From an optimization exercise on the open Yosys and OpenROAD flow, aimed at small area and a short achievable clock period; shortcuts taken in it are not production practice.
In this exercise RTL edits were held to simulation tests only and were not proved equivalent to the original.
The flow treats the clock pin as an ideal source, which a real chip does not have.
Power figures rest on the tool's default switching activity, not on a simulated workload.

$ cat flow/design.v
module param_dual_port_ram #(
  parameter int DATA_WIDTH = 8,
  parameter int ADDR_WIDTH = 8,
  parameter int RDW_MODE   = 0,
  parameter int OUT_REG    = 0
) (
  input  logic                  clk,
  input  logic                  rst,
  input  logic                  wr,
  input  logic [ADDR_WIDTH-1:0] wr_addr,
  input  logic [DATA_WIDTH-1:0] d_in,
  input  logic                  rd,
  input  logic [ADDR_WIDTH-1:0] rd_addr,
  output logic [DATA_WIDTH-1:0] d_out,
  output logic                  rd_valid,
  output logic                  busy
);
  localparam int DEPTH = 1 << ADDR_WIDTH;
  localparam int W = DATA_WIDTH;
  localparam int LB = 4;             
  localparam int NC = 1 << LB;       
  logic [W-1:0]          mem [DEPTH];
  logic                  busy_q;
  localparam int HB = ADDR_WIDTH - LB;   
  localparam int NGW = 1 << HB;
  logic [NGW-1:0]        wh_q;             
  logic [NC-1:0]         wl_q;             
  logic [W-1:0]          wd_q;             
  logic [W-1:0]          cand_n [NC];     
  logic [NC-1:0]         rl_n;             
  logic                  hit;
  logic [W-1:0]          byp;
  logic [W-1:0]          r2;
  logic                  v1, v2;
  always_ff @(posedge clk)
    if (rst) begin
      busy_q <= 1'b1;
      wh_q   <= NGW'(1);
      wl_q   <= NC'(1);
      wd_q   <= '0;
    end else if (busy_q) begin
      busy_q <= ~(wh_q[NGW-1] & wl_q[NC-1]);
      wl_q   <= {wl_q[NC-2:0], wl_q[NC-1]};
      if (wl_q[NC-1]) wh_q <= {wh_q[NGW-2:0], wh_q[NGW-1]};
      wd_q   <= '0;
    end else begin
      for (int g = 0; g < NGW; g++) wh_q[g] <= wr && wr_addr[ADDR_WIDTH-1:LB] == HB'(g);
      for (int k = 0; k < NC; k++) wl_q[k] <= wr_addr[LB-1:0] == LB'(k);
      wd_q   <= d_in;
    end
  always_ff @(posedge clk)
    for (int i = 0; i < DEPTH; i++)
      if (wh_q[i / NC] && wl_q[i % NC]) mem[i] <= wd_q;
  localparam int NG = DEPTH / NC;
  logic [NG-1:0] gsel;
  logic [W-1:0]  cand_nd [NC];
  always_comb
    for (int g = 0; g < NG; g++) gsel[g] = rd_addr[ADDR_WIDTH-1:LB] == (ADDR_WIDTH-LB)'(g);
  for (genvar k = 0; k < NC; k++) begin : g_cand
    for (genvar b = 0; b < W; b++) begin : g_bit
      logic [NG/2-1:0] n1;
      logic [NG/8-1:0] n2;
      for (genvar p = 0; p < NG / 2; p++) begin : g_p
        param_dual_port_ram_aoi22 u_aoi (
          .a(gsel[2*p]), .b(mem[(2*p)*NC + k][b]),
          .c(gsel[2*p+1]), .d(mem[(2*p+1)*NC + k][b]), .y(n1[p]));
      end
      for (genvar q = 0; q < NG / 8; q++) begin : g_q
        param_dual_port_ram_nand4 u_nand (.a(n1[4*q +: 4]), .y(n2[q]));
      end
      param_dual_port_ram_nor2 u_nor (.a(n2), .y(cand_nd[k][b]));
    end
  end
  logic hit_d;
  always_comb hit_d = wh_q[rd_addr[ADDR_WIDTH-1:LB]] && wl_q[rd_addr[LB-1:0]];
  logic [W-1:0] rsel;
  for (genvar b = 0; b < W; b++) begin : g_sel
    logic [NC-1:0]   t;
    logic [NC/4-1:0] u;
    for (genvar k = 0; k < NC; k++) begin : g_t
      param_dual_port_ram_nor2 u_t (.a({rl_n[k], cand_n[k][b]}), .y(t[k]));
    end
    for (genvar q = 0; q < NC / 4; q++) begin : g_u
      param_dual_port_ram_nor4 u_u (.a(t[4*q +: 4]), .y(u[q]));
    end
    param_dual_port_ram_nand4 u_s (.a(u), .y(rsel[b]));
  end
  always_ff @(posedge clk) begin
    for (int k = 0; k < NC; k++) cand_n[k] <= cand_nd[k];
    for (int k = 0; k < NC; k++) rl_n[k] <= hit_d || rd_addr[LB-1:0] != LB'(k);
    hit   <= hit_d;
    byp   <= wd_q;
  end
  always_ff @(posedge clk)
    if (rst) begin
      v1 <= 1'b0;
      v2 <= 1'b0;
      r2 <= '0;
    end else begin
      v1 <= rd & ~busy_q;
      v2 <= v1;
      if (v1) r2 <= rsel | (byp & {W{hit}});
    end
  assign busy     = busy_q;
  assign d_out    = r2;
  assign rd_valid = v2;
endmodule
module param_dual_port_ram_aoi22 (
  input  logic a, b, c, d,
  output logic y
);
  assign y = ~(a & b | c & d);
endmodule
module param_dual_port_ram_nand4 (
  input  logic [3:0] a,
  output logic       y
);
  assign y = ~&a;
endmodule
module param_dual_port_ram_nor2 (
  input  logic [1:0] a,
  output logic       y
);
  assign y = ~|a;
endmodule
module param_dual_port_ram_nor4 (
  input  logic [3:0] a,
  output logic       y
);
  assign y = ~|a;
endmodule
$ cat flow/config.mk
export PLATFORM = sky130hd
export DESIGN_NAME = param_dual_port_ram
export DESIGN_NICKNAME = param_dual_port_ram
export VERILOG_FILES = /design/flow/design.v
export SDC_FILE = /design/flow/constraint.sdc
export NUM_CORES = 4
export LEC_CHECK = 0
export CAP_MARGIN = 20
export CORE_MARGIN = 2
export CORE_UTILIZATION = 45
export CTS_CLUSTER_DIAMETER = 100
export CTS_CLUSTER_SIZE = 26
export SETUP_SLACK_MARGIN = 2.2
export SLEW_MARGIN = 20
export SYNTH_HIERARCHICAL = 1
export SYNTH_MINIMUM_KEEP_SIZE = 0
$ cat flow/flow/post_floorplan.tcl
# Runs at the end of ORFS's floorplan step (POST_FLOORPLAN_TCL): synthesis
# maps the read mux's two-pair AOI cells at drive 2; set them to drive 1
# (same cell, same pins, smaller). Timing repair later in the flow sizes up
# the ones that need it.
set db [ord::get_db]
set small [$db findMaster sky130_fd_sc_hd__a22oi_1]
set n 0
foreach inst [[ord::get_db_block] getInsts] {
  if { [[$inst getMaster] getName] eq "sky130_fd_sc_hd__a22oi_2" } {
    if { ![$inst swapMaster $small] } { error "could not resize [$inst getName]" }
    incr n
  }
}
puts "post_floorplan: $n a22oi_2 cells set to a22oi_1"
$ cat flow/flow/run.sh
#!/bin/bash
# The standard layout, with two hooks: at the end of the floorplan step
# flow/post_floorplan.tcl sets the read mux's AOI cells to their smallest
# drive, and at the end of the CTS step flow/post_cts.tcl rebuilds the top of
# the clock tree with fewer buffer levels. make's full output goes to
# make.log in the work folder; ORFS keeps each step's log under orfs/logs/.
set -euo pipefail
work=$(pwd)
bash standard.sh POST_FLOORPLAN_TCL="$work/flow/post_floorplan.tcl" POST_CTS_TCL="$work/flow/post_cts.tcl" finish > "$work/make.log" 2>&1
$ cat flow/standard.sh
#!/bin/bash
# synth_recipe.tcl (not shown) runs the flow's synth.tcl, then flattens the netlist and writes it again
# the make line also repeats each setting of config.mk as NAME=value (left out here)
make -C /OpenROAD-flow-scripts/flow DESIGN_CONFIG=/design/flow/config.mk WORK_HOME=/design/flow/orfs CLKGATE_MAP_FILE= SYNTH_SCRIPT=/design/flow/synth_recipe.tcl "${@:-finish}"
$ cat flow/flow/post_cts.tcl
# Runs at the end of ORFS's CTS step (POST_CTS_TCL): replaces the top two
# levels of the clock tree by four buffers driven from the clock port (see
# flatten_tree.tcl), legalizes them and repairs timing for the new tree.
source [file join [file dirname [info script]] flatten_tree.tcl]
flatten_clock_tree 4
estimate_parasitics -placement
set result [catch { detailed_placement } msg]
if { $result != 0 } { error "Detailed placement failed after flattening the clock tree: $msg" }
estimate_parasitics -placement
report_clock_latency
repair_timing_helper
set result [catch { detailed_placement } msg]
if { $result != 0 } { error "Detailed placement failed after repair: $msg" }
check_placement -verbose
estimate_parasitics -placement
report_clock_latency
report_worst_slack
$ cat flow/constraint.sdc
create_clock -name core_clock -period 4.0 [get_ports {clk}]
set_input_delay 0.8000 -clock core_clock [delete_from_list [all_inputs] [get_ports {clk}]]
set_output_delay 0.8000 -clock core_clock [all_outputs]
set_load 0.01 [all_outputs]
$ cat flow/flow/flatten_tree.tcl
# Rebuilds the top of the clock tree that clock_tree_synthesis made: the
# root buffer and the level below it are replaced by NQ buffers, each driven
# straight from the clock port and driving the leaf buffers of one region
# of the die. Every register still sees the same two levels. With qmaster
# and lmaster given, the region drivers and the leaf buffers are then
# rebuilt as those cells (an inverter on top and an inverting buffer at the
# leaves keep the clock's polarity), and the dummy loads CTS added to
# balance the old levels are removed.
proc replace_clock_cell { inst master } {
  set block [ord::get_db_block]
  set name [$inst getName]
  set loc [$inst getLocation]
  set in [[$inst findITerm A] getNet]
  set out [[$inst findITerm X] getNet]
  odb::dbInst_destroy $inst
  set ni [odb::dbInst_create $block $master $name]
  [$ni findITerm A] connect $in
  set o [$ni findITerm X]
  if { $o == "NULL" } { set o [$ni findITerm Y] }
  $o connect $out
  $ni setLocation [lindex $loc 0] [lindex $loc 1]
  $ni setPlacementStatus PLACED
  return $ni
}

proc flatten_clock_tree { {nq 4} {qmaster ""} {lmaster ""} } {
  set block [ord::get_db_block]
  set port [$block findBTerm clk]
  set n0 [$port getNet]

  # root buffer(s) on the port net
  set roots {}
  foreach it [$n0 getITerms] {
    if { [$it isInputSignal] } { lappend roots [$it getInst] }
  }
  if { [llength $roots] != 1 } { error "expected one root buffer, found [llength $roots]" }
  set root [lindex $roots 0]
  set n1 [[$root findITerm X] getNet]

  # mid buffers below the root, and the leaf buffers below them
  set mids {}
  foreach it [$n1 getITerms] {
    if { [$it isInputSignal] } { lappend mids [$it getInst] }
  }
  set leaves {}
  foreach m $mids {
    set mn [[$m findITerm X] getNet]
    foreach it [$mn getITerms] {
      if { [$it isInputSignal] } {
        lappend leaves $it
      }
    }
  }
  puts "flatten_clock_tree: root [$root getName], [llength $mids] mid buffers, [llength $leaves] leaf buffers"
  if { [llength $mids] < $nq } { error "fewer mid buffers than $nq" }

  # split the leaves into nq regions: first by x halves, then each by y halves
  set pts {}
  foreach it $leaves {
    set bb [[$it getInst] getBBox]
    lappend pts [list $it [expr {([$bb xMin] + [$bb xMax]) / 2}] [expr {([$bb yMin] + [$bb yMax]) / 2}]]
  }
  set groups [list $pts]
  while { [llength $groups] < $nq } {
    # split the largest group along its longer side
    set gi 0
    set best -1
    for {set i 0} {$i < [llength $groups]} {incr i} {
      if { [llength [lindex $groups $i]] > $best } { set best [llength [lindex $groups $i]]; set gi $i }
    }
    set g [lindex $groups $gi]
    set xs [lsort -integer [lmap p $g {lindex $p 1}]]
    set ys [lsort -integer [lmap p $g {lindex $p 2}]]
    set ax [expr {[lindex $xs end] - [lindex $xs 0] >= [lindex $ys end] - [lindex $ys 0] ? 1 : 2}]
    set s [lsort -integer -index $ax $g]
    set h [expr {[llength $s] / 2}]
    set groups [lreplace $groups $gi $gi [lrange $s 0 [expr {$h - 1}]] [lrange $s $h end]]
  }

  # keep nq of the mid buffers, one per group; delete the rest and the root
  set keep [lrange $mids 0 [expr {$nq - 1}]]
  set drop [lrange $mids $nq end]
  foreach it $leaves { $it disconnect }
  foreach m $mids {
    set mn [[$m findITerm X] getNet]
    [$m findITerm X] disconnect
    [$m findITerm A] disconnect
    if { $m in $drop } {
      odb::dbInst_destroy $m
      odb::dbNet_destroy $mn
    } else {
      set outnet($m) $mn
    }
  }
  [$root findITerm A] disconnect
  [$root findITerm X] disconnect
  odb::dbInst_destroy $root
  odb::dbNet_destroy $n1

  for {set i 0} {$i < $nq} {incr i} {
    set m [lindex $keep $i]
    set mn $outnet($m)
    [$m findITerm A] connect $n0
    [$m findITerm X] connect $mn
    set sx 0
    set sy 0
    set g [lindex $groups $i]
    foreach p $g {
      [lindex $p 0] connect $mn
      set sx [expr {$sx + [lindex $p 1]}]
      set sy [expr {$sy + [lindex $p 2]}]
    }
    set cx [expr {$sx / [llength $g]}]
    set cy [expr {$sy / [llength $g]}]
    $m setPlacementStatus PLACED
    $m setLocation $cx $cy
    puts "flatten_clock_tree: [$m getName] drives [llength $g] leaf buffers from ([expr {$cx / 1000.0}], [expr {$cy / 1000.0}])"
  }

  if { $qmaster eq "" } { return }
  set db [ord::get_db]
  set qm [$db findMaster $qmaster]
  set lm [$db findMaster $lmaster]
  set nleaf 0
  set ndummy 0
  foreach m $keep {
    foreach it [$outnet($m) getITerms] {
      if { ![$it isInputSignal] } { continue }
      set li [$it getInst]
      set out [$li findITerm X]
      if { $out == "NULL" } { set out [$li findITerm Y] }
      if { $out == "NULL" || [$out getNet] == "NULL" } {
        $it disconnect
        odb::dbInst_destroy $li
        incr ndummy
      } elseif { [[$li getMaster] getName] eq "sky130_fd_sc_hd__clkbuf_16" } {
        replace_clock_cell $li $lm
        incr nleaf
      } else {
        error "flatten_clock_tree: unexpected clock cell [$li getName] ([[$li getMaster] getName])"
      }
    }
    replace_clock_cell $m $qm
  }
  global_connect
  puts "flatten_clock_tree: $nq region drivers as $qmaster, $nleaf leaf buffers as $lmaster, $ndummy dummy loads removed"
}
==> results of run 1 <==
[Yosys stat by module, one instance, submodules excluded]
module	cells	cell area, um^2	flip-flops and latches	times used
param_dual_port_ram	2777	68800	2252	1
param_dual_port_ram_nor2	1	3.75	0	256
param_dual_port_ram_nand4	1	6.26	0	264
param_dual_port_ram_aoi22	1	12.5	0	1024
param_dual_port_ram_nor4	1	12.5	0	32
[final cells by class, without the clock buffers]
class / count / area (um^2) / share of cell area (%)
Inverter: 4 / 15.0 / 0.0167
Tap cell: 2495 / 3120 / 3.48
Clock inverter: 4 / 53.8 / 0.0600
Multi-Input combinational cell: 2040 / 14600 / 16.3
Antenna cell: 14 / 35.0 / 0.0390
Timing Repair Buffer: 236 / 3430 / 3.83
Sequential cell: 2252 / 65700 / 73.2
[worst paths after layout]
check	start	end	slack, ps	depth (start not counted)
hold reg to reg	r2[5]	r2[5]	500	2
setup / recovery	rl_n[4]	r2[3]	2010	5
setup reg to reg	rl_n[4]	r2[3]	2010	5
hold / removal	r2[5]	r2[5]	500	2
[power breakdown]
group	internal [mW]	leakage (nW)	total, mW	switching [mW]
combinational	0.498	5.62	1.34	0.837
clock	4.64	1.32	11.5	6.89
sequential	25.4	19.3	25.6	0.171
[tightest hold or removal path, stage by stage, from the launching register on]
cell      delay, ps
dfxtp_2         340
nor2_1           80
a211oi_1         50
[flip-flops by register name (all words and copies together) (netlist names)]
name,count
rl_n,16
busy_q,1
cand_n,128
hit,1
wh_q,16
mem,2048
byp,8
v2,1
r2,8
wd_q,8
v1,1
wl_q,16
[placed cells by master, fill, tap and decap left out, types with 19 or more instances in the layout]
cell,count
dfxtp_4,21
buf_4,80
buf_6,29
buf_12,60
edfxtp_1,2048
nor2_2,26
clkbuf_16,107
dfxtp_2,31
nor2_1,263
a22oi_2,32
and2_1,252
clkbuf_1,76
nor4_4,24
a22oi_1,1004
nor2_4,19
dfxtp_1,152
nand4_1,264
[through the flow]
stage,std cells,worst slack [ps],hold slack [ps]
global route,7211,2060,529
detailed placement,6947,524,484
finish,7219,2010,505
floorplan,4353,-2820,501
global placement,6947,476,481
[metal layers]
metal / wire length [um] / track usage, % / up-vias
li1: - / - / 18673
met1: 89900 / 31.3 / 23121
met2: 112000 / 37.8 / 1904
met3: 17100 / 2.52 / 301
met4: 7410 / 7.10 / 6
met5: 36 / 0 / -
[cells by family (layout without fill, tap and decap cells)]
group | Yosys count | count (layout) | share of synthesized area (%)
flops | 2252 | 2252 | 77.5
compound gates | 1092 | 1092 | 15.7
simple gates | 925 | 925 | 6.16
buf+inv | 61 | 418 | 0.293
mux | 23 | 23 | 0.417
other cells | 0 | 14 | 0
==> results.tsv, run 1 <==
metric	value	unit
status	no timing/DRC/antenna violations	
avgSynthCellArea	19.5	um^2
netlist_top_cells_count	2048 x edfxtp_1, 1024 x a22oi_2, 308 x nor2_1	
antenna_left	0	
cts_num_sinks	2252	
slowest_delay	570	ps
maxSlewHeadroom	42.4	%
dp_hpwl	126000	um
synth_fp_nets	4381	
power.static_leakage	26.3	nW
path_buf_inv	0	
pin_count	38	
synth_edf_count	2048	
synth_area	84700	um^2
grt_pass1_vias	42079	
yosysMostFrequentCell	edfxtp_1	
synth-main-ff-cell	edfxtp_1	
path_max_fanout	8	
worst_clock_skew	37.7	ps
fillers	15506	
tightest_slew	864	ps
gp_congestion	0.843	
antenna_found_initial	17	
nets	4654	
hold_violations	0	
row_count	159	
dpl_cell_area	84600	um^2
seq_area_frac_synth	77.5	%
synth_top_area_share	72.6	%
grtUsageTotal	22.6	%
viasPerCell	6.10	
utilization	47.9	%
grt_max_degree	130	
min_period	1990	ps
finalSetupViolations	0	
path_cells	nor2_1 -> nor4_4 -> nand4_1 -> a21oi_4 -> a211oi_2	
detail_route.wl_per_cell	31.3	um
hp-class	reg -> reg	
die_area	192000	um^2
power_density	428	nW/um^2
worst_skew_pair.late_latency	620	ps
setup_tns	0	ps
drt_iter0_markers	5674	
critPathKind	reg -> reg	
ys_warn_count	12	
routed_wl	226000	um
rsz0062_at_grt	true	
min_period_over_period	49.6	%
clk_pin_slew	100	ps
synth_top_area_cell	edfxtp_1	
synth_seq_cells	2252	
layout-drive-gt1-share	11.9	%
grt_overflow	0	
synth_cell_type_count	39	
cap_viol_max_count	0	
total_power	38.4	mW
cts_tree	yes	
grt_pass1_wl	314000	um
async_reset_ff_share	0	%
syn_inst	4353	
synth.area.top_cells	edfxtp_1 73%, a22oi_2 15%, dfxtp_1 4.8%, and2_1 2.0%, nand4_1 2.0%	
max_clock_freq	504	MHz
cpMaxStageDelayCell	nor4_4	
vias	44005	
die_width	438	um
dr.pass1.iters	6	
portBuffers	37	
slew_viol_final	0	
cp-end-kind	flip-flop	
cp-start-kind	flip-flop	
core-area	187000	um^2
area_growth	5.97	%
drc	0	
vdd_ir_drop_max	0.511	mV
crit_family	simple AND/OR/NAND/NOR gates	
stdcell_area	89700	um^2
die_y	438	um
worstPathArrival	2460	ps
initial_utilization	45.2	%
required	4470	ps
==> run 2, diff against run 1 <==
--- a/flow/design.v
+++ b/flow/design.v
@@ -19,10 +19,10 @@
   localparam int W = DATA_WIDTH;
-  localparam int LB = 4;             
-  localparam int NC = 1 << LB;       
+  localparam int LB = 4;                 
+  localparam int NC = 1 << LB;           
+  localparam int HB = ADDR_WIDTH - LB;   
+  localparam int NGW = 1 << HB;          
   logic [W-1:0]          mem [DEPTH];
   logic                  busy_q;
-  localparam int HB = ADDR_WIDTH - LB;   
-  localparam int NGW = 1 << HB;
-  logic [NGW-1:0]        wh_q;             
-  logic [NC-1:0]         wl_q;             
+  logic [NGW-1:0]        wh_n;             
+  logic [NC-1:0]         wl_n;             
   logic [W-1:0]          wd_q;             
@@ -37,13 +37,13 @@
       busy_q <= 1'b1;
-      wh_q   <= NGW'(1);
-      wl_q   <= NC'(1);
+      wh_n   <= {{(NGW-1){1'b1}}, 1'b0};
+      wl_n   <= {{(NC-1){1'b1}}, 1'b0};
       wd_q   <= '0;
     end else if (busy_q) begin
-      busy_q <= ~(wh_q[NGW-1] & wl_q[NC-1]);
-      wl_q   <= {wl_q[NC-2:0], wl_q[NC-1]};
-      if (wl_q[NC-1]) wh_q <= {wh_q[NGW-2:0], wh_q[NGW-1]};
+      busy_q <= wh_n[NGW-1] | wl_n[NC-1];
+      wl_n   <= {wl_n[NC-2:0], wl_n[NC-1]};
+      if (!wl_n[NC-1]) wh_n <= {wh_n[NGW-2:0], wh_n[NGW-1]};
       wd_q   <= '0;
     end else begin
-      for (int g = 0; g < NGW; g++) wh_q[g] <= wr && wr_addr[ADDR_WIDTH-1:LB] == HB'(g);
-      for (int k = 0; k < NC; k++) wl_q[k] <= wr_addr[LB-1:0] == LB'(k);
+      for (int g = 0; g < NGW; g++) wh_n[g] <= !wr || wr_addr[ADDR_WIDTH-1:LB] != HB'(g);
+      for (int k = 0; k < NC; k++) wl_n[k] <= wr_addr[LB-1:0] != LB'(k);
       wd_q   <= d_in;
@@ -52,3 +52,3 @@
     for (int i = 0; i < DEPTH; i++)
-      if (wh_q[i / NC] && wl_q[i % NC]) mem[i] <= wd_q;
+      if (!(wh_n[i / NC] || wl_n[i % NC])) mem[i] <= wd_q;
   localparam int NG = DEPTH / NC;
@@ -74,7 +74,9 @@
   logic hit_d;
-  always_comb hit_d = wh_q[rd_addr[ADDR_WIDTH-1:LB]] && wl_q[rd_addr[LB-1:0]];
+  always_comb hit_d = !(wh_n[rd_addr[ADDR_WIDTH-1:LB]] || wl_n[rd_addr[LB-1:0]]);
   logic [W-1:0] rsel;
   for (genvar b = 0; b < W; b++) begin : g_sel
-    logic [NC-1:0]   t;
-    logic [NC/4-1:0] u;
+    logic [NC-1:0]   t;      
+    logic [NC/2-1:0] u1;     
+    logic [NC/4-1:0] u2;     
+    logic [NC/8-1:0] u3;     
     for (genvar k = 0; k < NC; k++) begin : g_t
@@ -82,6 +84,12 @@
     end
-    for (genvar q = 0; q < NC / 4; q++) begin : g_u
-      param_dual_port_ram_nor4 u_u (.a(t[4*q +: 4]), .y(u[q]));
+    for (genvar j = 0; j < NC / 2; j++) begin : g_u1
+      param_dual_port_ram_nor2 u_u1 (.a(t[2*j +: 2]), .y(u1[j]));
     end
-    param_dual_port_ram_nand4 u_s (.a(u), .y(rsel[b]));
+    for (genvar j = 0; j < NC / 4; j++) begin : g_u2
+      param_dual_port_ram_nand2 u_u2 (.a(u1[2*j +: 2]), .y(u2[j]));
+    end
+    for (genvar j = 0; j < NC / 8; j++) begin : g_u3
+      param_dual_port_ram_nor2 u_u3 (.a(u2[2*j +: 2]), .y(u3[j]));
+    end
+    param_dual_port_ram_nand2 u_s (.a(u3), .y(rsel[b]));
   end
@@ -125,7 +133,7 @@
 endmodule
-module param_dual_port_ram_nor4 (
-  input  logic [3:0] a,
+module param_dual_port_ram_nand2 (
+  input  logic [1:0] a,
   output logic       y
 );
-  assign y = ~|a;
+  assign y = ~&a;
 endmodule
--- a/flow/config.mk
+++ b/flow/config.mk
@@ -12,3 +12,3 @@
 export CTS_CLUSTER_SIZE = 26
-export SETUP_SLACK_MARGIN = 2.2
+export SETUP_SLACK_MARGIN = 2.1
 export SLEW_MARGIN = 20
==> run 2 against run 1 <==
Still clean on timing, DRC and antenna. Combinational power is essentially flat. Clock skew is 11 ps higher. Wire length up 0.92%. Largest power group unchanged.
==> results.tsv, run 2 <==
metric	value	unit	change
status	no timing/DRC/antenna violations		unchanged
cap_viol_max_count	0		unchanged
grt_pass1_vias	42562		was 42079
tightest_slew	1030	ps	was 864 ps
dp_hpwl	125000	um	was 126000 um
antenna_found_initial	11		was 17
ys_warn_count	12		unchanged
worstPathArrival	1200	ps	was 2460 ps
critPathKind	reg -> out		was reg -> reg
synthXorXnorAreaFrac	0	%	unchanged
synth-main-ff-cell	edfxtp_1		unchanged
path_buf_inv	1		was 0
cp-start-kind	flip-flop		unchanged
seq_area_frac_synth	77.8	%	was 77.5%
min_period_over_period	50.0	%	was 49.6%
layout-drive-gt1-share	10.1	%	was 11.9%
die_area	191000	um^2	was 192000 um^2
grt_max_degree	142		was 130
synth_edf_count	2048		unchanged
nets	4735		was 4654
die_width	437	um	was 438 um
synth_fa_ha_area_share	0	%	unchanged
grtUsageTotal	23.2	%	was 22.6%
vdd_ir_drop_max	0.530	mV	was 0.511 mV
synth_seq_cells	2252		unchanged
dp_cells	6987		was 6947
core-area	186000	um^2	was 187000 um^2
fin_cells	7273		was 7219
cts_num_sinks	2252		unchanged
fillers	15509		was 15506
slowest_delay	430	ps	was 570 ps
synth_top_area_cell	edfxtp_1		unchanged
worst_clock_skew	48.8	ps	was 37.7 ps
clockPowerShare	29.6	%	was 30.0%
min_period	2000	ps	was 1990 ps
p_sw	7.86	mW	was 7.90 mW
setup_tns	0	ps	unchanged
netlist_top_cells_count	2048 x edfxtp_1, 1024 x a22oi_2, 618 x nor2_1		was 2048 x edfxtp_1, 1024 x a22oi_2, 308 x nor2_1
p_int	30.3	mW	was 30.5 mW
slew_viol_final	0		unchanged
drc	0		unchanged
max_clock_freq	500	MHz	was 504 MHz
p_comb_share	3.6	%	was 3.5%
drt_iter0_markers	6069		was 5674
required	3200	ps	was 4470 ps
dr.pass1.iters	6		unchanged
crit_path_start	r2[0]		was rl_n[4]
hp-class	in -> reg		was reg -> reg
die_y	437	um	was 438 um
area_growth	5.05	%	was 5.97%
regMostFlops	mem		unchanged
synth_top_area_share	73.0	%	was 72.6%
largest_reg_flops	2048		unchanged
seq_area	65700	um^2	about the same
rsz0062_at_grt	true		unchanged
whs	480	ps	was 505 ps
grt_overflow	0		unchanged
min-delay-start	rd_addr[1]		was r2[5]
swShare	20.6	%	about the same
path_max_fanout	2		was 8
cpMaxStageDelayCell	dfxtp_4		was nor4_4
crit_family	flip-flops		was simple AND/OR/NAND/NOR gates
initial_utilization	45.4	%	was 45.2%
detail_route.wl_per_cell	31.4	um	was 31.3 um
hold_violations	0		unchanged
gp_congestion	0.862		was 0.843
vias	44622		was 44005
synth_fp_nets	4496		was 4381
pin_count	38		unchanged
multi_input_area	13700	um^2	was 14600 um^2
synth_area	84300	um^2	was 84700 um^2
power_density	431	nW/um^2	was 428 nW/um^2
layout_commonest_cell	edfxtp_1		unchanged
reg_top3	mem x2048, cand_n x128		unchanged
synth-compound-area-share	15.8	%	was 15.7%
cts_tree	yes		unchanged
power.static_leakage	24.8	nW	was 26.3 nW
synth_top_family_by_area	compound AO/OA/AOI/OAI gates		unchanged
yosys-mux-area-fraction	0.413	%	was 0.417%
p_seq_share	66.8	%	was 66.5%
finalSetupViolations	0		unchanged
antenna_left	0		unchanged
synth.area.top_cells	edfxtp_1 73%, a22oi_2 15%, dfxtp_1 4.8%, nor2_1 2.8%, nand4_1 1.9%		was edfxtp_1 73%, a22oi_2 15%, dfxtp_1 4.8%, and2_1 2.0%, nand4_1 2.0%
routed_wl	228000	um	was 226000 um
syn_inst	4468		was 4353
row_count	158		was 159
avgSynthCellArea	18.9	um^2	was 19.5 um^2
async_reset_ff_share	0	%	unchanged
synth-simple-area-share	5.46	%	was 6.16%
worst_skew_pair.late_latency	650	ps	was 620 ps
maxSlewHeadroom	31.1	%	was 42.4%
path_cells	buf_6		was nor2_1 -> nor4_4 -> nand4_1 -> a21oi_4 -> a211oi_2
clk_pin_slew	110	ps	was 100 ps
portBuffers	37		unchanged
final_cell_mix	2048 x edfxtp_1, 1029 x a22oi_1, 572 x nor2_1		was 2048 x edfxtp_1, 1004 x a22oi_1, 264 x nand4_1
synth_cell_type_count	37		was 39
viasPerCell	6.14		was 6.10
grt_pass1_wl	320000	um	was 314000 um
yosysMostFrequentCell	edfxtp_1		unchanged
r2r_start	wl_n[11]		was rl_n[4]
cp-end-kind	primary output		was flip-flop
[run 2: modules after synthesis, one instance, submodules excluded]
module	cell area [um^2]	copies in the design
param_dual_port_ram	68500	1
param_dual_port_ram_aoi22	12.5	1024
param_dual_port_ram_nand4	6.26	256
param_dual_port_ram_nand2	3.75	40
param_dual_port_ram_nor2	3.75	336
[run 2: logic make-up (layout without fill, tap and decap cells)]
logic type	Yosys count	count (layout)
buf+inv	90	410
flops	2252	2252
mux	27	27
simple gates	1002	1002
other cells	0	3
compound gates	1097	1099
[run 2: final cells by class, without the clock buffers]
type | instances | area share (%)
antenna | 3 | 0.00848
clock inverter | 7 | 0.0989
sequential | 2252 | 74.2
tap | 2480 | 3.50
multi-input combinational | 2128 | 15.5
inverter | 2 | 0.0127
timing repair buffer | 232 | 3.72
[run 2: path summary, 6_finish.rpt]
kind | to | slack, ps | cells after the start
setup / recovery | d_out[0] | 2000 | 1
hold / removal | rl_n[7] | 480 | 2
setup reg to reg | rl_n[8] | 2000 | 5
hold reg to reg | r2[3] | 500 | 2
[run 2: power groups by stage]
stage	logic, mW	clock network, mW	registers [mW]
after detailed placement	1.17	0	26.0
final	1.37	11.3	25.5
after global routing	1.45	12.2	25.5
after global placement	1.16	0	26.1
after floorplan	1.01	0	25.9
[run 2: routing by layer]
metal,vias to the layer above,share of wire (%),global-route usage [%],routed length [um]
li1,18834,-,-,-
met1,23182,41,33.6,92900
met2,2233,46,36.4,105000
met3,369,8.8,2.66,20100
met4,4,4.2,8.30,9680
met5,-,0.012,0,27
[run 2: stage by stage]
step                area (um^2)  total power [mW]  util (%)  setup slack (ps)
floorplan                 84400              27.0         -             -2870
global placement          83700              27.2      45.1               443
detailed placement        83700              27.2      45.1               381
global route              88500              39.1      47.6              1990
finish                    88500              38.2      47.6              2000
==> run 3, diff against run 2 <==
--- a/flow/config.mk
+++ b/flow/config.mk
@@ -12,3 +12,3 @@
 export CTS_CLUSTER_SIZE = 26
-export SETUP_SLACK_MARGIN = 2.1
+export SETUP_SLACK_MARGIN = 2.2
 export SLEW_MARGIN = 20
==> run 3 against run 2 <==
Synthesized cell count unchanged. Worst hold slack got worse by 30 ps. Still clean. Cell area increased by 4.5%. Cell count increased by 1.6%. Critical endpoint is now rl_n[8].
==> results.tsv, run 3 <==
metric	value	unit	change
vdd_ir_drop_max	0.532	mV	was 0.530 mV
dr.pass1.iters	5		was 6
cp-start-kind	input port		was flip-flop
async_reset_ff_share	0	%	unchanged
slowest_delay	570	ps	was 430 ps
grt_pass1_vias	44040		was 42562
grt_max_degree	142		unchanged
r2r_cells	5		unchanged
antenna_found_initial	14		was 11
slew_viol_final	0		unchanged
hold_violations	0		unchanged
cpMaxStageDelayCell	o211ai_1		was dfxtp_4
min_period_over_period	53.0	%	was 50.0%
grt_pass1_wl	343000	um	was 320000 um
yosysMostFrequentCell	edfxtp_1		unchanged
grtUsageTotal	25.2	%	was 23.2%
worst_clock_skew	48.9	ps	was 48.8 ps
layout-drive-gt1-share	18.8	%	was 10.1%
power_density	417	nW/um^2	was 431 nW/um^2
synth_edf_count	2048		unchanged
rsz0062_at_grt	true		unchanged
seq_area_frac_synth	77.8	%	unchanged
clockPowerShare	29.4	%	was 29.6%
p_sw	8.10	mW	was 7.86 mW
path_max_fanout	10		was 2
total_power	38.6	mW	was 38.2 mW
min_period	2120	ps	was 2000 ps
synth_fp_nets	4496		unchanged
power.static_leakage	26.0	nW	was 24.8 nW
hp-class	in -> reg		unchanged
dp_cells	6987		unchanged
critPathKind	in -> reg		was reg -> out
nets	4852		was 4735
grt_overflow	0		unchanged
synth_top_area_share	73.0	%	unchanged
maxSlewHeadroom	37.5	%	was 31.1%
dpl_cell_area	83700	um^2	unchanged
synth_top_area_cell	edfxtp_1		unchanged
die_width	437	um	unchanged
vias	46782		was 44622
portBuffers	37		unchanged
netlist_top_cells_count	2048 x edfxtp_1, 1024 x a22oi_2, 618 x nor2_1		unchanged
max_clock_freq	472	MHz	was 500 MHz
core-area	186000	um^2	unchanged
reg_top3	mem x2048, cand_n x128		unchanged
status	no timing/DRC/antenna violations		unchanged
synth_cell_type_count	37		unchanged
required	4470	ps	was 3200 ps
die_area	191000	um^2	unchanged
layout_commonest_cell	edfxtp_1		unchanged
routed_wl	257000	um	was 228000 um
drt_iter0_markers	6706		was 6069
cts_tree	yes		unchanged
stdcell_area	92500	um^2	was 88500 um^2
cp-end-kind	flip-flop		was primary output
ys_warn_count	12		unchanged
antenna_left	0		unchanged
synth_seq_cells	2252		unchanged
worst_skew_pair.late_latency	650	ps	about the same
row_count	158		unchanged
synth_area	84300	um^2	unchanged
drc	0		unchanged
regMostFlops	mem		unchanged
worstPathArrival	2590	ps	was 1200 ps
swShare	21.0	%	was 20.6%
pin_count	38		unchanged
largest_reg_flops	2048		unchanged
detail_route.wl_per_cell	34.8	um	was 31.4 um
initial_utilization	45.4	%	unchanged
tightest_slew	934	ps	was 1030 ps
synth.area.top_cells	edfxtp_1 73%, a22oi_2 15%, dfxtp_1 4.8%, nor2_1 2.8%, nand4_1 1.9%		unchanged
fin_cells	7390		was 7273
finalSetupViolations	0		unchanged
p_seq_share	66.1	%	was 66.8%
gp_congestion	0.862		unchanged
synth-main-ff-cell	edfxtp_1		unchanged
clk_pin_slew	110	ps	about the same
area_growth	9.79	%	was 5.05%
cap_viol_max_count	0		unchanged
p_int	30.5	mW	was 30.3 mW
avgSynthCellArea	18.9	um^2	unchanged
path_cells	buf_4 -> mux4_2 -> a22oi_2 -> o21ai_4 -> o211ai_1		was buf_6
die_y	437	um	unchanged
dp_hpwl	125000	um	unchanged
worstHoldPathCells	2		unchanged
p_comb_share	4.4	%	was 3.6%
syn_inst	4468		unchanged
viasPerCell	6.33		was 6.14
final_cell_mix	2048 x edfxtp_1, 801 x a22oi_1, 482 x nor2_1		was 2048 x edfxtp_1, 1029 x a22oi_1, 572 x nor2_1
cts_num_sinks	2252		unchanged
==> run 3: cell counts after synthesis <==
No cell type changed its count.
==> run 3: final cells by class, without the clock buffers <==
class	instances	area, um^2
timing repair buffer	349	5790
clock inverter	7	87.6
sequential	2252	65700
tap	2480	3100
multi-input combinational	2128	15200
inverter	2	11.3
antenna	3	7.51
fill	15040	93300
==> run 3: worst max-delay path: cells and delay by family <==
family / cells / cell delay [ps]
muxes: 1 / 540
AOI/OAI and AO/OA: 3 / 980
buffers and inverters: 1 / 230
==> run 3: metrics by stage <==
step | worst slack (ps) | setup TNS (ps) | hold WS [ps] | utilization, %
after floorplan | -2870 | -363180 | 501 | -
after global placement | 443 | 0 | 480 | 45.1
after detailed placement | 381 | 0 | 482 | 45.1
after global routing | 1980 | 0 | 444 | 49.8
final | 1880 | 0 | 449 | 49.8
==> run 3: logic make-up (layout without fill, tap and decap cells) <==
logic type             count (synthesis)  count (layout)  share of synthesized area [%]
other                                  0               3                              0
multiplexers                          27              27                          0.413
buffers and inverters                 90             527                          0.457
AO/OA/AOI/OAI                       1097            1099                           15.8
flip-flops                          2252            2252                           77.8
AND/OR/NAND/NOR                     1002            1002                           5.46
==> run 3: final timing paths <==
check,start,to,slack (ps)
worst min-delay path,rd_addr[1],rl_n[7],450
worst max register to register,wl_n[11],rl_n[8],1900
worst min register to register,r2[3],r2[3],500
worst max-delay path,rd_addr[0],rl_n[8],1880
==> run 3: metal layers <==
layer,routed length (um),track usage (%),vias to the layer above
met3,27900,3.80,558
met5,66,0,-
met2,117000,39.1,2826
met1,97500,35.5,24284
li1,-,-,19104
met4,14700,11.3,10
==> run 3: power by group through the flow <==
stage                     sequential, mW  combinational (mW)  clock (mW)
after global placement              26.1                1.16           0
after global routing                25.5                1.76        12.2
after detailed placement            26.0                1.17           0
after floorplan                     25.9                1.01           0
final                               25.5                1.71        11.3
==> run 3: Yosys stat by module, one instance, submodules excluded <==
module | times used | flops+latches | cells inside | cell area [um^2]
param_dual_port_ram_nor2 | 336 | 0 | 1 | 3.75
param_dual_port_ram | 1 | 2252 | 2812 | 68500
param_dual_port_ram_nand2 | 40 | 0 | 1 | 3.75
param_dual_port_ram_aoi22 | 1024 | 0 | 1 | 12.5
param_dual_port_ram_nand4 | 256 | 0 | 1 | 6.26
==> run 4, diff against run 3 <==
--- a/flow/design.v
+++ b/flow/design.v
@@ -19,11 +19,9 @@
   localparam int W = DATA_WIDTH;
-  localparam int LB = 4;                 
-  localparam int NC = 1 << LB;           
-  localparam int HB = ADDR_WIDTH - LB;   
-  localparam int NGW = 1 << HB;          
+  localparam int LB = 4;             
+  localparam int NC = 1 << LB;       
   logic [W-1:0]          mem [DEPTH];
   logic                  busy_q;
-  logic [NGW-1:0]        wh_n;             
-  logic [NC-1:0]         wl_n;             
-  logic [W-1:0]          wd_q;             
+  logic [ADDR_WIDTH-1:0] wa_q;
+  logic [W-1:0]          wd_q;
+  logic                  wv_q;
   logic [W-1:0]          cand_n [NC];     
@@ -37,18 +35,17 @@
       busy_q <= 1'b1;
-      wh_n   <= {{(NGW-1){1'b1}}, 1'b0};
-      wl_n   <= {{(NC-1){1'b1}}, 1'b0};
+      wa_q   <= '0;
       wd_q   <= '0;
+      wv_q   <= 1'b1;
     end else if (busy_q) begin
-      busy_q <= wh_n[NGW-1] | wl_n[NC-1];
-      wl_n   <= {wl_n[NC-2:0], wl_n[NC-1]};
-      if (!wl_n[NC-1]) wh_n <= {wh_n[NGW-2:0], wh_n[NGW-1]};
+      busy_q <= ~&wa_q;
+      wa_q   <= wa_q + 1'b1;
       wd_q   <= '0;
+      wv_q   <= 1'b1;
     end else begin
-      for (int g = 0; g < NGW; g++) wh_n[g] <= !wr || wr_addr[ADDR_WIDTH-1:LB] != HB'(g);
-      for (int k = 0; k < NC; k++) wl_n[k] <= wr_addr[LB-1:0] != LB'(k);
+      wa_q   <= wr_addr;
       wd_q   <= d_in;
+      wv_q   <= wr;
     end
   always_ff @(posedge clk)
-    for (int i = 0; i < DEPTH; i++)
-      if (!(wh_n[i / NC] || wl_n[i % NC])) mem[i] <= wd_q;
+    if (wv_q) mem[wa_q] <= wd_q;
   localparam int NG = DEPTH / NC;
@@ -74,9 +71,7 @@
   logic hit_d;
-  always_comb hit_d = !(wh_n[rd_addr[ADDR_WIDTH-1:LB]] || wl_n[rd_addr[LB-1:0]]);
+  always_comb hit_d = wv_q && wa_q == rd_addr;
   logic [W-1:0] rsel;
   for (genvar b = 0; b < W; b++) begin : g_sel
-    logic [NC-1:0]   t;      
-    logic [NC/2-1:0] u1;     
-    logic [NC/4-1:0] u2;     
-    logic [NC/8-1:0] u3;     
+    logic [NC-1:0]   t;
+    logic [NC/4-1:0] u;
     for (genvar k = 0; k < NC; k++) begin : g_t
@@ -84,12 +79,6 @@
     end
-    for (genvar j = 0; j < NC / 2; j++) begin : g_u1
-      param_dual_port_ram_nor2 u_u1 (.a(t[2*j +: 2]), .y(u1[j]));
+    for (genvar q = 0; q < NC / 4; q++) begin : g_u
+      param_dual_port_ram_nor4 u_u (.a(t[4*q +: 4]), .y(u[q]));
     end
-    for (genvar j = 0; j < NC / 4; j++) begin : g_u2
-      param_dual_port_ram_nand2 u_u2 (.a(u1[2*j +: 2]), .y(u2[j]));
-    end
-    for (genvar j = 0; j < NC / 8; j++) begin : g_u3
-      param_dual_port_ram_nor2 u_u3 (.a(u2[2*j +: 2]), .y(u3[j]));
-    end
-    param_dual_port_ram_nand2 u_s (.a(u3), .y(rsel[b]));
+    param_dual_port_ram_nand4 u_s (.a(u), .y(rsel[b]));
   end
@@ -133,7 +122,7 @@
 endmodule
-module param_dual_port_ram_nand2 (
-  input  logic [1:0] a,
+module param_dual_port_ram_nor4 (
+  input  logic [3:0] a,
   output logic       y
 );
-  assign y = ~&a;
+  assign y = ~|a;
 endmodule
==> flow/flow/run.sh (replaced) <==
#!/bin/bash
# The standard layout, with three hooks: at the end of the floorplan step
# flow/post_floorplan.tcl sets the read mux's AOI cells to their smallest
# drive; at the start of the CTS step flow/pre_cts.tcl moves the output
# registers beside their output buffers; at the end of the CTS step
# flow/post_cts.tcl rebuilds the top of the clock tree with fewer buffer
# levels. make's full output goes to make.log in the work folder; ORFS keeps
# each step's log under orfs/logs/.
set -euo pipefail
work=$(pwd)
bash standard.sh POST_FLOORPLAN_TCL="$work/flow/post_floorplan.tcl" PRE_CTS_TCL="$work/flow/pre_cts.tcl" POST_CTS_TCL="$work/flow/post_cts.tcl" finish > "$work/make.log" 2>&1
==> flow/flow/pre_cts.tcl (new file) <==
# Runs at the start of ORFS's CTS step (PRE_CTS_TCL): puts each register that
# drives an output port's buffer right beside that buffer, together with the
# other cells its output feeds (its hold logic), so the register's output
# wire is short, then legalizes the placement. CTS then clusters those
# registers where they now are.
proc place_output_registers { } {
  set block [ord::get_db_block]
  set moved 0
  foreach bt [$block getBTerms] {
    if { [$bt getIoType] ne "OUTPUT" } { continue }
    set net [$bt getNet]
    if { $net == "NULL" } { continue }
    set buf ""
    foreach it [$net getITerms] {
      if { [$it isOutputSignal] } { set buf [$it getInst] }
    }
    if { $buf eq "" } { continue }
    set in [[$buf findITerm A] getNet]
    if { $in == "NULL" } { continue }
    foreach it [$in getITerms] {
      if { ![$it isOutputSignal] } { continue }
      set reg [$it getInst]
      if { ![string match "sky130_fd_sc_hd__df*" [[$reg getMaster] getName]] } { continue }
      set bl [$buf getLocation]
      set bb [$buf getBBox]
      # one row in from the buffer, towards the core's centre
      set die [$block getDieArea]
      set cy [expr {([$die yMin] + [$die yMax]) / 2}]
      set cx [expr {([$die xMin] + [$die xMax]) / 2}]
      set h [expr {[$bb yMax] - [$bb yMin]}]
      set w [expr {[$bb xMax] - [$bb xMin]}]
      set x [lindex $bl 0]
      set y [lindex $bl 1]
      set dx [expr {abs($x - $cx)}]
      set dy [expr {abs($y - $cy)}]
      if { $dy >= $dx } {
        set y [expr {$y < $cy ? $y + $h : $y - $h}]
      } else {
        set x [expr {$x < $cx ? $x + $w : $x - $w}]
      }
      $reg setLocation $x $y
      foreach it2 [[[$reg findITerm Q] getNet] getITerms] {
        set c [$it2 getInst]
        if { $c ne $reg && $c ne $buf && [$it2 isInputSignal] } { $c setLocation $x $y }
      }
      incr moved
      puts "place_output_registers: [$reg getName] next to [$buf getName] ([$bt getName])"
    }
  }
  puts "place_output_registers: moved $moved registers"
}

place_output_registers
set result [catch { detailed_placement } msg]
if { $result != 0 } { error "Detailed placement failed after moving the output registers: $msg" }
estimate_parasitics -placement
--- a/flow/config.mk
+++ b/flow/config.mk
@@ -12,3 +12,3 @@
 export CTS_CLUSTER_SIZE = 26
-export SETUP_SLACK_MARGIN = 2.2
+export SETUP_SLACK_MARGIN = 2.0
 export SLEW_MARGIN = 20
==> run 4 against run 3 <==
Critical endpoint is now mem[177][7]. Critical path type is now reg -> reg. Core utilization down 0.32 points. Highest routed layer unchanged. Fmax rose by 3.4%. Via count down 4.8%. Critical path depth unchanged. Synthesized cell count shrank 3.7%. Largest cell class unchanged. Setup slack improved by 69 ps. Sequential power hardly changed.
==> results.tsv, run 4 <==
metric	value	unit	change
status	no timing/DRC/antenna violations		unchanged
cts_tree	yes		unchanged
cap_viol_max_count	0		unchanged
crit_family	simple AND/OR/NAND/NOR gates		was compound AO/OA/AOI/OAI gates
dp_slack	656	ps	was 381 ps
clk_pin_slew	110	ps	about the same
portBuffers	37		unchanged
cp-start-kind	flip-flop		was input port
slew_viol_final	0		unchanged
path_cells	and2_4 -> and3_2 -> nand2_2 -> nor3_4 -> buf_4		was buf_4 -> mux4_2 -> a22oi_2 -> o21ai_4 -> o211ai_1
synth_cell_type_count	36		was 37
hold_violations	0		unchanged
netlist_top_cells_count	2048 x edfxtp_1, 1024 x a22oi_2, 538 x nor2_1		was 2048 x edfxtp_1, 1024 x a22oi_2, 618 x nor2_1
pin_count	38		unchanged
critPathKind	reg -> reg		was in -> reg
viasPerCell	6.10		was 6.33
tightest_slew	1030	ps	was 934 ps
seq_area_frac_synth	78.2	%	was 77.8%
cpMaxStageDelayCell	dfxtp_4		was o211ai_1
synth_area	83200	um^2	was 84300 um^2
min_period	2050	ps	was 2120 ps
power_density	414	nW/um^2	was 417 nW/um^2
dr.pass1.iters	6		was 5
required	4310	ps	was 4470 ps
grt_max_degree	100		was 142
cts_num_sinks	2229		was 2252
nets	4788		was 4852
async_reset_ff_share	0	%	unchanged
grt_pass1_vias	42795		was 44040
max_clock_freq	488	MHz	was 472 MHz
drc	0		unchanged
antenna_found_initial	4		was 14
area_growth	9.06	%	was 9.79%
syn_inst	4301		was 4468
hp-class	reg -> reg		was in -> reg
synth_seq_cells	2229		was 2252
setup_tns	0	ps	unchanged
gp_congestion	0.920		was 0.862
die_area	188000	um^2	was 191000 um^2
ys_warn_count	10		was 12
path_buf_inv	1		unchanged
yosysMostFrequentCell	edfxtp_1		unchanged
final_cell_mix	2048 x edfxtp_1, 1021 x a22oi_1, 353 x nor2_1		was 2048 x edfxtp_1, 801 x a22oi_1, 482 x nor2_1
routed_wl	224000	um	was 257000 um
reg_top3	mem x2048, cand_n x128, rl_n x16		was mem x2048, cand_n x128
antenna_left	0		unchanged
rsz0062_at_grt	true		unchanged
min_period_over_period	51.3	%	was 53.0%
slowest_delay	450	ps	was 570 ps
maxSlewHeadroom	31.2	%	was 37.5%
die_y	434	um	was 437 um
synth-main-ff-cell	edfxtp_1		unchanged
worst_skew_pair.late_latency	630	ps	was 650 ps
cp-end-kind	flip-flop		unchanged
core-area	183000	um^2	was 186000 um^2
regMostFlops	mem		unchanged
finalSetupViolations	0		unchanged
worst_clock_skew	41.7	ps	was 48.9 ps
utilization	49.5	%	was 49.8%
die_width	434	um	was 437 um
synth_top_area_share	73.9	%	was 73.0%
synth_fp_nets	4333		was 4496
drt_iter0_markers	6270		was 6706
power.static_leakage	29.4	nW	was 26.0 nW
path_max_fanout	8		was 10
layout_setup_ws	1950	ps	was 1880 ps
synth.area.top_cells	edfxtp_1 74%, a22oi_2 15%, dfxtp_1 4.4%, nor2_1 2.4%, nand4_1 2.1%		was edfxtp_1 73%, a22oi_2 15%, dfxtp_1 4.8%, nor2_1 2.8%, nand4_1 1.9%
largest_reg_flops	2048		unchanged
row_count	157		was 158
layout_commonest_cell	edfxtp_1		unchanged
dp_hpwl	128000	um	was 125000 um
whs	521	ps	was 449 ps
synth_top_area_cell	edfxtp_1		unchanged
grtUsageTotal	23.5	%	was 25.2%
worstPathArrival	2360	ps	was 2590 ps
grt_overflow	0		unchanged
vias	44543		was 46782
avgSynthCellArea	19.4	um^2	was 18.9 um^2
initial_utilization	45.4	%	about the same
vdd_ir_drop_max	0.524	mV	was 0.532 mV
layout-drive-gt1-share	16.9	%	was 18.8%
synth_edf_count	2048		unchanged
grt_pass1_wl	318000	um	was 343000 um
detail_route.wl_per_cell	30.7	um	was 34.8 um
[run 4: cell types whose count changed after synthesis, sizes merged, moves of 12 or more]
cell,change
o21bai,-15
a22oi,-13
dfxtp,-23
nand3,+27
nor4,+26
buf,-24
nand4,+19
mux2i,-14
or2,-15
nor2,-80
o211ai,-12
nand2,-23
[run 4: worst min-delay path, cell delays in order, from the launching register on]
cell	delay (ps)
edfxtp_1	330
a22oi_1	60
nand4_1	70
nor2_1	40
[run 4: path summary, 6_finish.rpt]
path                            slack [ps]       start       endpoint  cells after the start
worst max-delay path                  1950     wa_q[5]    mem[177][7]                      5
worst min-delay path                   520  mem[60][6]  cand_n[12][6]                      3
worst max register to register        1950     wa_q[5]    mem[177][7]                      5
worst min register to register         520  mem[60][6]  cand_n[12][6]                      3
[run 4: logic make-up (layout without fill, tap and decap cells)]
logic type	Yosys count	count (layout)	synth area share (%)
AOI/OAI and AO/OA	1047	1047	15.6
xor gates and xnor gates	14	14	0.147
other	0	2	0
and+or+nand+nor	944	944	5.63
muxes	2	2	0.0241
buffers and inverters	61	594	0.308
adders and majority gates	4	4	0.0601
DFF	2229	2229	78.2
[run 4: power breakdown]
group	switching, mW	internal (mW)
clock	6.80	4.41
combinational	0.723	0.379
sequential	0.143	25.1
total	7.67	29.9
[run 4: modules after synthesis, one instance, submodules excluded]
module / flip-flops and latches / cells / area, um^2
param_dual_port_ram_nor2: 0 / 1 / 3.75
param_dual_port_ram_nand4: 0 / 1 / 6.26
param_dual_port_ram: 2229 / 2725 / 67400
param_dual_port_ram_aoi22: 0 / 1 / 12.5
param_dual_port_ram_nor4: 0 / 1 / 12.5
[run 4: final cells by class, without the clock buffers]
cell class / count / area (um^2)
tap: 2464 / 3080
multi-input combinational: 2011 / 14700
inverter: 4 / 15.0
clock inverter: 9 / 115
fill: 15024 / 92700
sequential: 2229 / 65200
antenna: 2 / 5.00
timing repair buffer: 419 / 5070
[run 4: metrics by stage]
stage	area (um^2)	power, mW	cells
detailed placement	84100	26.7	7005
global route	90800	38.5	7298
global placement	84100	26.7	7005
floorplan	83400	26.4	4301
finish	90800	37.6	7300
[run 4: metal layers]
metal	global-route usage [%]	vias up	share of wire [%]
li1	-	18798	-
met1	33.6	23352	41
met2	37.0	2063	47
met3	3.09	328	8.0
met4	8.42	2	4.0
met5	0	-	0.0062

[afterwards: timing with drivers on the ports]
No port has a modelled driver above. Below, the same layouts with a new extraction and two added sets of constraints.
Step 1 sets driving cells, clkbuf_16 on the clock port and buf_2 on the other inputs (assumed; they add their load-dependent delay and slew).
Step 2 times the ports against the registers' clock, not the clock port: input delays grow and output delays shrink by t, the midpoint of the rising clock arrivals with the driver on.
a / b / c = no drivers / after step 1 / after step 2; a / b = the first two.
| run | t, ns | setup WS [ns] | worst setup path at the end |
|---|---|---|---|
| run 1 | 0.783 | 2.015 / 1.947 / 1.486 | input to register |
| run 2 | 0.796 | 2.001 / 1.825 / 1.264 | input to register |
| run 3 | 0.800 | 1.881 / 1.822 / 1.102 | input to register |
| run 4 | 0.780 | 1.950 / 1.930 / 1.368 | input to register |
After both steps every run listed still meets setup and hold. The setup slack of run 3, which loses most, moves by -0.059 ns with the drivers and by -0.779 ns with both steps.
